Source: an optimization exercise on an open RTL-to-GDS flow (aim: small area, a short achievable clock period and few clock cycles per item). Production flows keep margins and buffers that such runs may drop.

==> run P <==
## mvm_accum
module mvm_accum (
    input  logic        clk,
    input  logic        rst,
    input  logic        clr,
    input  logic        s_valid,
    output logic        s_ready,
    input  logic [15:0] s_x,
    input  logic [47:0] s_w,
    output logic        m_valid,
    input  logic        m_ready,
    output logic [47:0] m_data,
    output logic [2:0]  m_ovf
);
Settings: LEC_CHECK=0, CAP_MARGIN=20, CORE_MARGIN=2, CORE_UTILIZATION=40, SLEW_MARGIN=20, SYNTH_HIERARCHICAL=1; clock period 9.0 ns.
standard.sh (not shown) runs the stock make flow with config.mk's settings and CLKGATE_MAP_FILE= SYNTH_SCRIPT=/design/flow/synth_recipe.tcl, a recipe that flattens the netlist after the stock synthesis.
==> flow/flow/run.sh <==
#!/bin/bash
set -euo pipefail
mapfile -t KNOBS < <(grep -v '^\s*\(#\|$\)' flow/knobs.txt)
bash standard.sh "${KNOBS[@]}" finish > orfs_make.log 2>&1
==> flow/flow/knobs.txt <==
SETUP_SLACK_MARGIN=6.1
MATCH_CELL_FOOTPRINT=0
BUFFER_PORTS_ARGS=-buffer_cell sky130_fd_sc_hd__buf_2
==> inputs of run R, as changes to run P <==
--- a/flow/design.v
+++ b/flow/design.v
@@ -25,13 +25,13 @@
     logic [7:0]  bneg, bone, btwo;
     logic [15:0] w;
     always_ff @(posedge clk) begin
         v     <= acc_b;
         first <= first_b;
-        bneg  <= eneg & {8{acc_b}};
-        bone  <= eone & {8{acc_b}};
-        btwo  <= etwo & {8{acc_b}};
+        bneg  <= eneg;
+        bone  <= eone;
+        btwo  <= etwo;
         w     <= w_in;
     end
     logic [32:0] acc_s, acc_c;
     logic [32:0] as_i, ac_i;
     logic [32:0] ns, nc;
@@ -620,17 +620,23 @@
     mvm_top u_top (.s(acc_s[32:27]), .c(acc_c[32:27]), .inr0(inr0), .inr1(inr1),
                    .sg0(sg0), .sg1(sg1), .t0(t27_0), .t1(t27_1));
     wire inr = cy[27] ? inr1 : inr0;    
     wire sg  = cy[27] ? sg1 : sg0;      
     assign tot[27] = cy[27] ? t27_1 : t27_0;
+    wire [15:0] satv = sg ? 16'h8000 : 16'h7fff;
+    wire [15:0] data_n;
+    wire        ovf_n;
+    wire [15:0] res  = inr ? tot[27:12] : satv;
+    for (genvar j = 0; j < 16; j++) begin : g_hold
+        mvm_hold u_hold (.ld(o_load), .d(res[j]), .q(data[j]), .y(data_n[j]));
+    end
+    mvm_hold u_hovf (.ld(o_load), .d(~inr), .q(ovf), .y(ovf_n));
     always_ff @(posedge clk) begin
         acc_s <= ns;
         acc_c <= nc;
-        if (o_load) begin
-            data <= inr ? tot[27:12] : (sg ? 16'h8000 : 16'h7fff);
-            ovf  <= ~inr;
-        end
+        data  <= data_n;
+        ovf   <= ovf_n;
     end
 endmodule
 module mvm_fa (input logic a, b, c, output logic s, co);
     assign s  = a ^ b ^ c;
     assign co = (a & b) | (a & c) | (b & c);
@@ -662,10 +668,13 @@
     assign sg0 = u0[5];
     assign sg1 = u1[5];
     assign t0 = u0[0];
     assign t1 = u1[0];
 endmodule
+module mvm_hold (input logic ld, d, q, output logic y);
+    assign y = ld ? d : q;
+endmodule
 module mvm_ha (input logic a, b, output logic s, co);
     assign s  = a ^ b;
     assign co = a & b;
 endmodule
 module mvm_accum (
@@ -721,13 +730,13 @@
     for (genvar l = 0; l < 3; l++) begin : g_lane
         mvm_lane u_lane (
             .clk    (clk),
             .acc_b  (acc_b),
             .first_b(acc_b & (bc == 2'd0)),
-            .eneg   (eneg),
-            .eone   (eone),
-            .etwo   (etwo),
+            .eneg   (eneg & {8{acc_b}}),
+            .eone   (eone & {8{acc_b}}),
+            .etwo   (etwo & {8{acc_b}}),
             .w_in   (s_w[(2-l)*16 +: 16]),
             .o_load (o_load),
             .data   (m_data[(2-l)*16 +: 16]),
             .ovf    (m_ovf[l])
         );
==> flow/flow/knobs.txt (replaced) <==
SETUP_SLACK_MARGIN=5.95
MATCH_CELL_FOOTPRINT=0
BUFFER_PORTS_ARGS=-buffer_cell sky130_fd_sc_hd__buf_2
==> inputs of run D, as changes to run P <==
--- a/flow/design.v
+++ b/flow/design.v
@@ -25,13 +25,13 @@
     logic [7:0]  bneg, bone, btwo;
     logic [15:0] w;
     always_ff @(posedge clk) begin
         v     <= acc_b;
         first <= first_b;
-        bneg  <= eneg & {8{acc_b}};
-        bone  <= eone & {8{acc_b}};
-        btwo  <= etwo & {8{acc_b}};
+        bneg  <= eneg;
+        bone  <= eone;
+        btwo  <= etwo;
         w     <= w_in;
     end
     logic [32:0] acc_s, acc_c;
     logic [32:0] as_i, ac_i;
     logic [32:0] ns, nc;
@@ -620,17 +620,23 @@
     mvm_top u_top (.s(acc_s[32:27]), .c(acc_c[32:27]), .inr0(inr0), .inr1(inr1),
                    .sg0(sg0), .sg1(sg1), .t0(t27_0), .t1(t27_1));
     wire inr = cy[27] ? inr1 : inr0;    
     wire sg  = cy[27] ? sg1 : sg0;      
     assign tot[27] = cy[27] ? t27_1 : t27_0;
+    wire [15:0] satv = sg ? 16'h8000 : 16'h7fff;
+    wire [15:0] data_n;
+    wire        ovf_n;
+    wire [15:0] res  = inr ? tot[27:12] : satv;
+    for (genvar j = 0; j < 16; j++) begin : g_hold
+        mvm_hold u_hold (.ld(o_load), .d(res[j]), .q(data[j]), .y(data_n[j]));
+    end
+    mvm_hold u_hovf (.ld(o_load), .d(~inr), .q(ovf), .y(ovf_n));
     always_ff @(posedge clk) begin
         acc_s <= ns;
         acc_c <= nc;
-        if (o_load) begin
-            data <= inr ? tot[27:12] : (sg ? 16'h8000 : 16'h7fff);
-            ovf  <= ~inr;
-        end
+        data  <= data_n;
+        ovf   <= ovf_n;
     end
 endmodule
 module mvm_fa (input logic a, b, c, output logic s, co);
     assign s  = a ^ b ^ c;
     assign co = (a & b) | (a & c) | (b & c);
@@ -662,10 +668,13 @@
     assign sg0 = u0[5];
     assign sg1 = u1[5];
     assign t0 = u0[0];
     assign t1 = u1[0];
 endmodule
+module mvm_hold (input logic ld, d, q, output logic y);
+    assign y = ld ? d : q;
+endmodule
 module mvm_ha (input logic a, b, output logic s, co);
     assign s  = a ^ b;
     assign co = a & b;
 endmodule
 module mvm_accum (
@@ -721,13 +730,13 @@
     for (genvar l = 0; l < 3; l++) begin : g_lane
         mvm_lane u_lane (
             .clk    (clk),
             .acc_b  (acc_b),
             .first_b(acc_b & (bc == 2'd0)),
-            .eneg   (eneg),
-            .eone   (eone),
-            .etwo   (etwo),
+            .eneg   (eneg & {8{acc_b}}),
+            .eone   (eone & {8{acc_b}}),
+            .etwo   (etwo & {8{acc_b}}),
             .w_in   (s_w[(2-l)*16 +: 16]),
             .o_load (o_load),
             .data   (m_data[(2-l)*16 +: 16]),
             .ovf    (m_ovf[l])
         );
==> flow/flow/knobs.txt (replaced) <==
SETUP_SLACK_MARGIN=5.95
MATCH_CELL_FOOTPRINT=0
BUFFER_PORTS_ARGS=-buffer_cell sky130_fd_sc_hd__buf_2
- CORE_UTILIZATION: 40 -> 60
==> notes <==
- Run P passed the timing, DRC and antenna checks. Run D completed with no timing, DRC or antenna violations. Run R completed without violations.
- In run R the global-route usage is higher than in run P, by 0.21 points.
- Sequential share of layout area: run P > run D > run R.
- Clock-buffer cell count, highest first: run P, run D, run R.
- In run P the wire length is larger than in run D, by about 6%.
- Clock skew: run D < run R < run P.
No functional check of the RTL was part of any run of this note.

## re-timing with driven ports
In the flow no input, the clock included, has a driving cell. The finished layouts below were timed again as built, in two steps. Step 1: set_driving_cell puts a clkbuf_16 on clk and a buf_2 on each other input, an assumption about the parent block. Step 2 also shifts input and output timing later by t, the mid clock arrival at the registers, as if the neighbouring blocks saw the same clock. Three values: no drivers, after step 1, after step 2; two values: the first two.
run	t, ns	setup WS [ns]	hold slack, ns	worst setup path at the end	clock arrival spread, ns
run P	0.654	6.042 / 5.991 / 6.010	0.527 / 0.527 / 0.527	input to register	0.051 / 0.052
run R	0.657	6.004 / 5.969 / 5.683	0.481 / 0.481 / 0.481	input to register	0.031 / 0.032
run D	0.645	5.985 / 5.923 / 5.582	0.483 / 0.483 / 0.483	input to register	0.020 / 0.019
After both steps setup and hold are still met in every run listed. The setup slack of run D, which loses most, moves by -0.062 ns with the drivers and by -0.403 ns with both steps.
